From an optimization exercise on the open Yosys and OpenROAD flow, aimed at small area; shortcuts taken in it are not production practice.
Function was checked by simulation only, so behaviour that the tests miss may differ from the original.

File: flow/run.sh
#!/bin/bash
# synth_recipe.tcl (not shown) runs the flow's synth.tcl, then flattens the netlist and writes it again
# the make line also repeats each setting of config.mk as NAME=value (left out here)
make -C /OpenROAD-flow-scripts/flow DESIGN_CONFIG=/design/flow/config.mk WORK_HOME=/design/flow/orfs CLKGATE_MAP_FILE= SYNTH_SCRIPT=/design/flow/synth_recipe.tcl finish
File: flow/constraint.sdc
create_clock -name core_clock -period 5.0 [get_ports {WEb}]
set_input_delay 1.0000 -clock core_clock [delete_from_list [all_inputs] [get_ports {WEb}]]
set_output_delay 1.0000 -clock core_clock [all_outputs]
set_load 0.01 [all_outputs]
File: flow/design.v
package dpMemPkg;
  localparam int addrBits = 4;
  localparam int dataBits = 16;
  localparam int memDepth = 16;
  localparam int cntBits = 8;
endpackage
`timescale 1ns/1ps
module apbMemPort (
  input  logic                             WEb,
  input  logic                             rstN,
  input  logic                             psel,
  input  logic                             penable,
  input  logic                             pwrite,
  input  logic [dpMemPkg::addrBits-1:0]    paddr,
  output logic                             setupSeen,    
  output logic                             wrNow,        
  output logic                             wrAccess,     
  output logic                             addrStable,
  output logic                             rdWait,       
  output logic                             rdBad         
);
  logic [dpMemPkg::addrBits-1:0] setupAddr;
  logic                          inAccess;
  assign inAccess   = psel && penable && setupSeen;
  assign addrStable = (paddr == setupAddr);
  assign wrAccess   = inAccess && pwrite;
  assign wrNow      = wrAccess && addrStable;
  always_ff @(posedge WEb or negedge rstN)
  begin
    if (!rstN)
    begin
      rdWait <= 1'b0;
    end
    else
    begin
      rdWait <= inAccess && !pwrite;
    end
  end
  always_ff @(posedge WEb)
  begin
    setupSeen <= psel && !penable;
    setupAddr <= paddr;
    rdBad     <= !addrStable;
  end
endmodule
`timescale 1ns/1ps
module memCore (
  input  logic                          WEb,
  input  logic                          rstN,
  input  logic [dpMemPkg::addrBits-1:0] paddrA,
  input  logic [dpMemPkg::dataBits-1:0] pwdataA,
  input  logic                          pwriteA,
  input  logic                          setupSeenA,
  input  logic                          wrNowA,
  input  logic                          rdWaitA,
  input  logic                          rdBadA,
  input  logic [dpMemPkg::addrBits-1:0] paddrB,
  input  logic [dpMemPkg::dataBits-1:0] pwdataB,
  input  logic                          setupSeenB,
  input  logic                          wrNowB,
  input  logic                          rdWaitB,
  input  logic                          rdBadB,
  output logic                          collision,
  output logic [dpMemPkg::dataBits-1:0] rdDataA,
  output logic                          rdErrA,
  output logic [dpMemPkg::dataBits-1:0] rdDataB,
  output logic                          rdErrB,
  output logic [dpMemPkg::cntBits-1:0]  collisionCount
);
  logic [dpMemPkg::dataBits-1:0] mem [dpMemPkg::memDepth];
  logic [dpMemPkg::memDepth-1:0] poison;
  logic [dpMemPkg::memDepth-1:0] wrSel;
  logic [dpMemPkg::memDepth-1:0] rdSel;
  logic                          clearing;
  logic                          heldValid;
  logic [dpMemPkg::addrBits-1:0] heldAddr;
  logic [dpMemPkg::dataBits-1:0] heldData;
  logic                          wrAny;
  logic [dpMemPkg::addrBits-1:0] wrAddr;
  logic [dpMemPkg::dataBits-1:0] wrData;
  logic                          liveA;
  logic                          liveB;
  logic                          selA;
  logic [dpMemPkg::addrBits-1:0] rdAddr;
  logic [dpMemPkg::dataBits-1:0] rdWord;
  logic                          rdPoison;
  logic [dpMemPkg::dataBits-1:0] capData;
  logic                          capPoison;
  logic                          capForA;
  logic                          capForB;
  logic                          useCapA;
  logic                          useCapB;
  logic                          counterFull;
  assign collision = wrNowA && wrNowB && (paddrA == paddrB);
  always_ff @(posedge WEb or negedge rstN)
  begin
    if (!rstN)
    begin
      clearing <= 1'b1;
    end
    else
    begin
      clearing <= 1'b0;
    end
  end
  always_comb
  begin
    if (heldValid)
    begin
      wrAddr = heldAddr;
      wrData = heldData;
    end
    else if (wrNowA)
    begin
      wrAddr = paddrA;
      wrData = pwdataA;
    end
    else
    begin
      wrAddr = paddrB;
      wrData = pwdataB;
    end
  end
  assign wrAny = heldValid || wrNowA || wrNowB;
  always_ff @(posedge WEb)
  begin
    heldValid <= wrNowA && wrNowB && !collision;
    heldAddr  <= paddrB;
    heldData  <= pwdataB;
  end
  always_comb
  begin
    for (int i = 0; i < dpMemPkg::memDepth; i++)
    begin
      wrSel[i] = clearing || (wrAny && (wrAddr == i));
    end
  end
  for (genvar i = 0; i < dpMemPkg::memDepth; i++)
  begin : gWord
    always_ff @(posedge WEb)
    begin
      if (wrSel[i])
      begin
        mem[i]    <= clearing ? '0 : wrData;
        poison[i] <= !clearing && collision;
      end
    end
  end
  assign liveA = rdWaitA && !useCapA;
  assign liveB = rdWaitB && !useCapB;
  assign selA  = liveA || (!liveB && setupSeenA && !pwriteA);
  assign rdAddr = selA ? paddrA : paddrB;
  always_comb
  begin
    rdWord   = '0;
    rdPoison = 1'b0;
    for (int i = 0; i < dpMemPkg::memDepth; i++)
    begin
      rdSel[i] = (rdAddr == i);
      rdWord   = rdWord | (mem[i] & {dpMemPkg::dataBits{rdSel[i]}});
      rdPoison = rdPoison | (poison[i] & rdSel[i]);
    end
  end
  assign capForA = selA && !liveA;
  assign capForB = !selA && !liveB;
  always_ff @(posedge WEb)
  begin
    capData   <= rdWord;
    capPoison <= rdPoison;
    useCapA   <= capForA;
    useCapB   <= capForB;
  end
  assign rdErrA  = rdBadA || (useCapA ? capPoison : rdPoison);
  assign rdErrB  = rdBadB || (useCapB ? capPoison : rdPoison);
  assign rdDataA = rdErrA ? '0 : (useCapA ? capData : rdWord);
  assign rdDataB = rdErrB ? '0 : (useCapB ? capData : rdWord);
  assign counterFull = &collisionCount;
  always_ff @(posedge WEb or negedge rstN)
  begin
    if (!rstN)
    begin
      collisionCount <= '0;
    end
    else if (collision && !counterFull)
    begin
      collisionCount <= collisionCount + 1'b1;
    end
  end
endmodule
`timescale 1ns/1ps
module dualPortMem (
  input  logic                          WEb,
  input  logic                          rstN,
  input  logic                          pselA,
  input  logic                          penableA,
  input  logic                          pwriteA,
  input  logic [dpMemPkg::addrBits-1:0] paddrA,
  input  logic [dpMemPkg::dataBits-1:0] pwdataA,
  output logic [dpMemPkg::dataBits-1:0] prdataA,
  output logic                          preadyA,
  output logic                          pslverrA,
  input  logic                          pselB,
  input  logic                          penableB,
  input  logic                          pwriteB,
  input  logic [dpMemPkg::addrBits-1:0] paddrB,
  input  logic [dpMemPkg::dataBits-1:0] pwdataB,
  output logic [dpMemPkg::dataBits-1:0] prdataB,
  output logic                          preadyB,
  output logic                          pslverrB,
  output logic [dpMemPkg::cntBits-1:0]  collisionCount
);
  logic setupSeenA, wrNowA, wrAccessA, addrStableA, rdWaitA, rdBadA, rdErrA;
  logic setupSeenB, wrNowB, wrAccessB, addrStableB, rdWaitB, rdBadB, rdErrB;
  logic collision;
  apbMemPort portA (
    .WEb        (WEb),
    .rstN       (rstN),
    .psel       (pselA),
    .penable    (penableA),
    .pwrite     (pwriteA),
    .paddr      (paddrA),
    .setupSeen  (setupSeenA),
    .wrNow      (wrNowA),
    .wrAccess   (wrAccessA),
    .addrStable (addrStableA),
    .rdWait     (rdWaitA),
    .rdBad      (rdBadA)
  );
  apbMemPort portB (
    .WEb        (WEb),
    .rstN       (rstN),
    .psel       (pselB),
    .penable    (penableB),
    .pwrite     (pwriteB),
    .paddr      (paddrB),
    .setupSeen  (setupSeenB),
    .wrNow      (wrNowB),
    .wrAccess   (wrAccessB),
    .addrStable (addrStableB),
    .rdWait     (rdWaitB),
    .rdBad      (rdBadB)
  );
  memCore core (
    .WEb            (WEb),
    .rstN           (rstN),
    .paddrA         (paddrA),
    .pwdataA        (pwdataA),
    .pwriteA        (pwriteA),
    .setupSeenA     (setupSeenA),
    .wrNowA         (wrNowA),
    .rdWaitA        (rdWaitA),
    .rdBadA         (rdBadA),
    .paddrB         (paddrB),
    .pwdataB        (pwdataB),
    .setupSeenB     (setupSeenB),
    .wrNowB         (wrNowB),
    .rdWaitB        (rdWaitB),
    .rdBadB         (rdBadB),
    .collision      (collision),
    .rdDataA        (prdataA),
    .rdErrA         (rdErrA),
    .rdDataB        (prdataB),
    .rdErrB         (rdErrB),
    .collisionCount (collisionCount)
  );
  assign preadyA  = wrAccessA || rdWaitA;
  assign preadyB  = wrAccessB || rdWaitB;
  assign pslverrA = rdWaitA ? rdErrA : (!addrStableA || collision);
  assign pslverrB = rdWaitB ? rdErrB : (!addrStableB || collision);
endmodule
File: flow/config.mk
export PLATFORM = sky130hd
export DESIGN_NAME = dualPortMem
export DESIGN_NICKNAME = dualPortMem
export VERILOG_FILES = /design/flow/design.v
export SDC_FILE = /design/flow/constraint.sdc
export NUM_CORES = 4
export LEC_CHECK = 0
export CAP_MARGIN = 20
export CORE_MARGIN = 2
export CORE_UTILIZATION = 40
export SLEW_MARGIN = 20
==> notes.md <==
[placed cells by master (no fill, tap or decap), types with 5 or more instances in the layout]
cell             count
clkdlybuf4s15_1      8
xnor2_1             14
clkbuf_16           39
nor3_1               7
inv_1               19
nor2_1              56
dlygate4sd2_1       22
mux2_2               7
dfrtp_1             10
o21bai_2             8
nand4_1             15
dfxtp_1             48
mux2i_1             52
a221oi_1            16
clkdlybuf4s50_1     55
a21o_1               8
nor2b_1             12
nor4b_1              6
nand2_1             63
clkinv_2             5
buf_4              135
nand2b_1            24
clkbuf_1            11
a21oi_1             20
a22oi_1             84
nand3_1             31
o2111ai_1            7
edfxtp_1           272
and3_1               6
buf_12              20
xor2_1               5
a2111oi_1            5
nor2_2               5
clkinv_1             5
a22o_1              16
o22ai_1             31
[power groups by stage]
stage	Sequential (mW)	Combinational (mW)	Clock, mW
after CTS	3.20	0.574	2.58
after detailed placement	3.26	0.573	0
after floorplan	3.24	0.253	0
final	3.20	0.578	2.54
after global placement	3.25	0.570	0
after global routing	3.22	0.616	2.68
[Yosys cell counts (all sizes together), types with 11 or more instances]
cell type	n
edfxtp	272
a22oi	86
nand2	63
nor2	61
mux2i	56
dfxtp	48
o22ai	32
nand3	31
clkbuf	30
buf	27
nand2b	25
a21oi	21
inv	19
a221oi	16
a22o	16
nand4	15
nor2b	15
xnor2	14
mux2	11
[per-layer routing]
metal / track usage [%] / vias up / wire [um]
met2: 35.7 / 365 / 18400
met5: 0 / - / 0
met4: 7.90 / 0 / 1330
met1: 30.6 / 4721 / 16600
met3: 4.00 / 74 / 2990
li1: - / 4252 / -
[logic make-up (layout without fill, tap and decap cells)]
family,Yosys count,count (layout),share of synthesized area (%)
mux,67,67,5.13
other cells,1,1,0.0276
fa+ha+maj,1,1,0.0922
compound gates,225,225,12.4
flops,331,331,69.3
xor+xnor,19,19,1.23
buf+inv,76,329,2.44
simple gates,252,252,9.35
[worst max-delay path by stage]
stage          slack [ns]  cells past startpoint     endpoint      start
6_report             0.12                     10   prdataA[4]  paddrA[1]
3_3_place_gp        -0.32                     13  prdataA[10]    pwriteA
4_1_cts              0.06                     14   prdataA[8]    pwriteA
5_1_grt             -0.01                     13  prdataA[13]    pwriteA
3_5_place_dp        -0.35                     13  prdataA[10]    pwriteA
2_1_floorplan        0.90                     10  prdataA[10]    pwriteA
[flip-flops by register name, summed over array words and instances (netlist names)]
register             flops
core.capData            16
core.poison             16
core.useCapA             1
portB.rdBad              1
portA.setupSeen          1
core.capPoison           1
portA.setupAddr          4
core.heldAddr            4
portB.setupSeen          1
portB.rdWait             1
portA.rdWait             1
core.heldValid           1
core.collisionCount      8
portA.rdBad              1
core.heldData           16
core.useCapB             1
core.clearing            1
core.mem               256
[repair_timing]
action	in CTS	in global routing
gates resized for setup	46	27
endpoints found under the setup margin	32	33
pin swaps	1	0
buffers inserted	2	0
[final cells by class]
cell class	instances	area, sq um	area share, %
Sequential cell	331	9410	54.0
Multi-Input combinational cell	565	3960	22.7
Timing Repair Buffer	246	2290	13.1
Clock buffer	51	1030	5.92
Tap cell	448	561	3.22
Clock inverter	13	98.8	0.567
Inverter	19	71.3	0.409
[worst reg2reg max path, cell delays in order, from the launching register on]
cell and delay (ns):
dfxtp_1 0.30, xnor2_1 0.15, nand4_1 0.19, nor2_2 0.22
buf_4 0.19, mux2i_1 0.22, o21ai_0 0.13, nor2_1 0.28
a21o_1 0.87
[metrics by stage]
step	util (%)	cells	setup TNS (ns)	hold WS [ns]
after floorplan	-	972	0	0.429
after global placement	48.5	1607	-5.82	0.441
after detailed placement	48.5	1607	-6.84	0.443
after CTS	51.9	1673	0	0.450
after global routing	52.1	1673	-0.0149	0.468
final	52.1	1673	0	0.447
==> flow_metrics.tcl <==
set metrics [dict create \
    n_antenna_cell 0 \
    timing.critical_path.slowest_stage_cell "clkdlybuf4s50_1" \
    regToRegEndpoint "core.mem[4][8]" \
    final_net_count 1248 \
    drtPass1Iterations 7 \
    drive_gt1_share_pct 20.8 \
    grt_antenna_before_repair 0 \
    place_worst_setup_slack_ns -0.350 \
    timing.clock.skew_ns 0.0141 \
    worstHoldEndpoint "portB.rdWait" \
    synth-seq-area-share_pct 69.3 \
    cpLargestDelayFamily "buffers and inverters" \
    routed-via-count 9412 \
    swShare_pct 22.7 \
    ys_async_rst_share_pct 3.32 \
    max_cap_viol_count 0 \
    cts-root-buf "clkbuf_16" \
    io_buffers 91 \
    critPathMaxFanout 9 \
    synth_cells 972 \
    count_of_final_setup_violators 0 \
    postRouteAntennaNets 0 \
    timing.rr.start "portA.setupAddr[3]" \
    maximum_number_of_pins_on_one_net_before_global_route_repair 44 \
    run_status "timing/DRC/antenna clean" \
    synth_top_cell_by_area "edfxtp_1" \
    max_slew.worst_pin.slew_ns 1.05 \
    flow.area_growth_from_synthesis_pct 28.4 \
    hold_start "portB.setupSeen" \
    grt_usage_pct 22.3 \
    detailedPlacementHpwl_mm 25.3 \
    finish.instance_area_sq_um 17400 \
    clock_path_buffers 3 \
    worst-endpoint-arrival_ns 3.88 \
    site_row_count 67 \
    number_of_buffers_created_by_cts 36 \
    final.setup.worst_slack_ns 0.120 \
    synth_area_sq_um 13600 \
    comb_power_share_pct 9.1 \
    synth_area_per_cell_sq_um 14.0 \
    max_freq_mhz 205 \
    switchingPower_mw 1.44 \
    routed_wire_length_per_instance_um 23.5 \
    critPathBufInv 4 \
    gp_routability_congestion 0.892 \
    synth_ff_type "edfxtp_1" \
    p_int_mw 4.88 \
    worst_r2r_path_depth 8 \
    seqPwrFrac_pct 50.7 \
    ir_worst_vdd_v 0.000185 \
    drt_wl_total_mm 39.3 \
    die-area_sq_um 35400 \
    slew_viol_final 0 \
    dpl-instance-area_sq_um 16200 \
    via_per_inst 5.63 \
    timing_hold_violations_final 0 \
    initial_core_util_pct 40.6 \
    worstHoldPathCells 2 \
    clk-insertion-delay-late_ns 0.52 \
    core_sq_um 33400 \
    leakage_nw 6.67 \
    floorplan.die.height_um 188 \
    yosys.area.top_type_share_pct 60.2 \
    die_w_um 188 \
    worst_slew_margin_rel_pct 29.7 \
    synth-edff-count 272 \
    critical_path_startpoint_category "input port" \
    design.portCount 92 \
    synth_area_leaders "edfxtp_1, dfxtp_1, a22oi_1, mux2i_1, dfrtp_1" \
    ys_warn_count 3 \
    layout.filler_cells 2778 \
    final.period_utilization_pct 97.6 \
    cts_sinks 331 \
    worstPathCellList "clkdlybuf4s50_1, buf_4, and4b_1, mux2_4, a22o_1, a221oi_1, and4_1, buf_4, o22ai_1, dlygate4sd2_1" \
    synthesis.nets 1021 \
    drc 0 \
    clk_pin_slew_ns 0.06 \
    drt_iter0_markers 787 \
    ys_types 60 \
    p_clk_share_pct 40.2 \
    design_power_total_mw 6.32 \
    r2r_setup_slack_ns 2.05 \
    critical-path-max-stage-delay_ns 0.63 \
    power_density_nw_per_um2 363 \
    worst_setup_path_end_kind "output pin" \
    cts_tree "built" \
    worstPathRequired_ns 4.00 \
    globalRoute.totalOverflow 0 \
    synth.ff_latch_count 331 \
    cpMostUsedCell "buf_4" \
    grt_first_pass_wirelength_mm 58.1 \
    ctsHtreeMaxLevel 2 \
    timing.setup.critical_path_class "input port to output pin" \
    holdCritPathClass "register to register" \
    timing.final.crit_period_ns 4.88 \
    hold_buffers 0 \
    vias_in_the_first_global_route 8987 \
]

-- re-timing with driven ports --
The results above use ideal ports. As a check the final layout listed here was re-extracted and re-timed, cells and wires unchanged.
Step 1 (the two cells are an assumption about what drives the block):
set clk [get_ports {WEb}]
set_driving_cell -lib_cell sky130_fd_sc_hd__clkbuf_16 $clk
set_driving_cell -lib_cell sky130_fd_sc_hd__buf_2 [delete_from_list [all_inputs] $clk]
Step 2, shift: input delay + t, output delay - t, t = (earliest + latest rising clock arrival at the registers) / 2. This alone moves slack from input paths to output paths.
a / b / c = ideal ports / drivers / drivers and shift; a / b = the first two.
t, ns: 0.564
slack for setup (ns): 0.120 / 0.098 / 0.098
clock arrival spread, ns: 0.015 / 0.014
worst register clock-pin slew, ns: 0.06 / 0.06
pins driven straight from the clock port: 1
After both steps setup and hold are still met in this run. For this run, drivers alone change the setup slack by -0.022 ns; drivers and shift together by -0.022 ns.
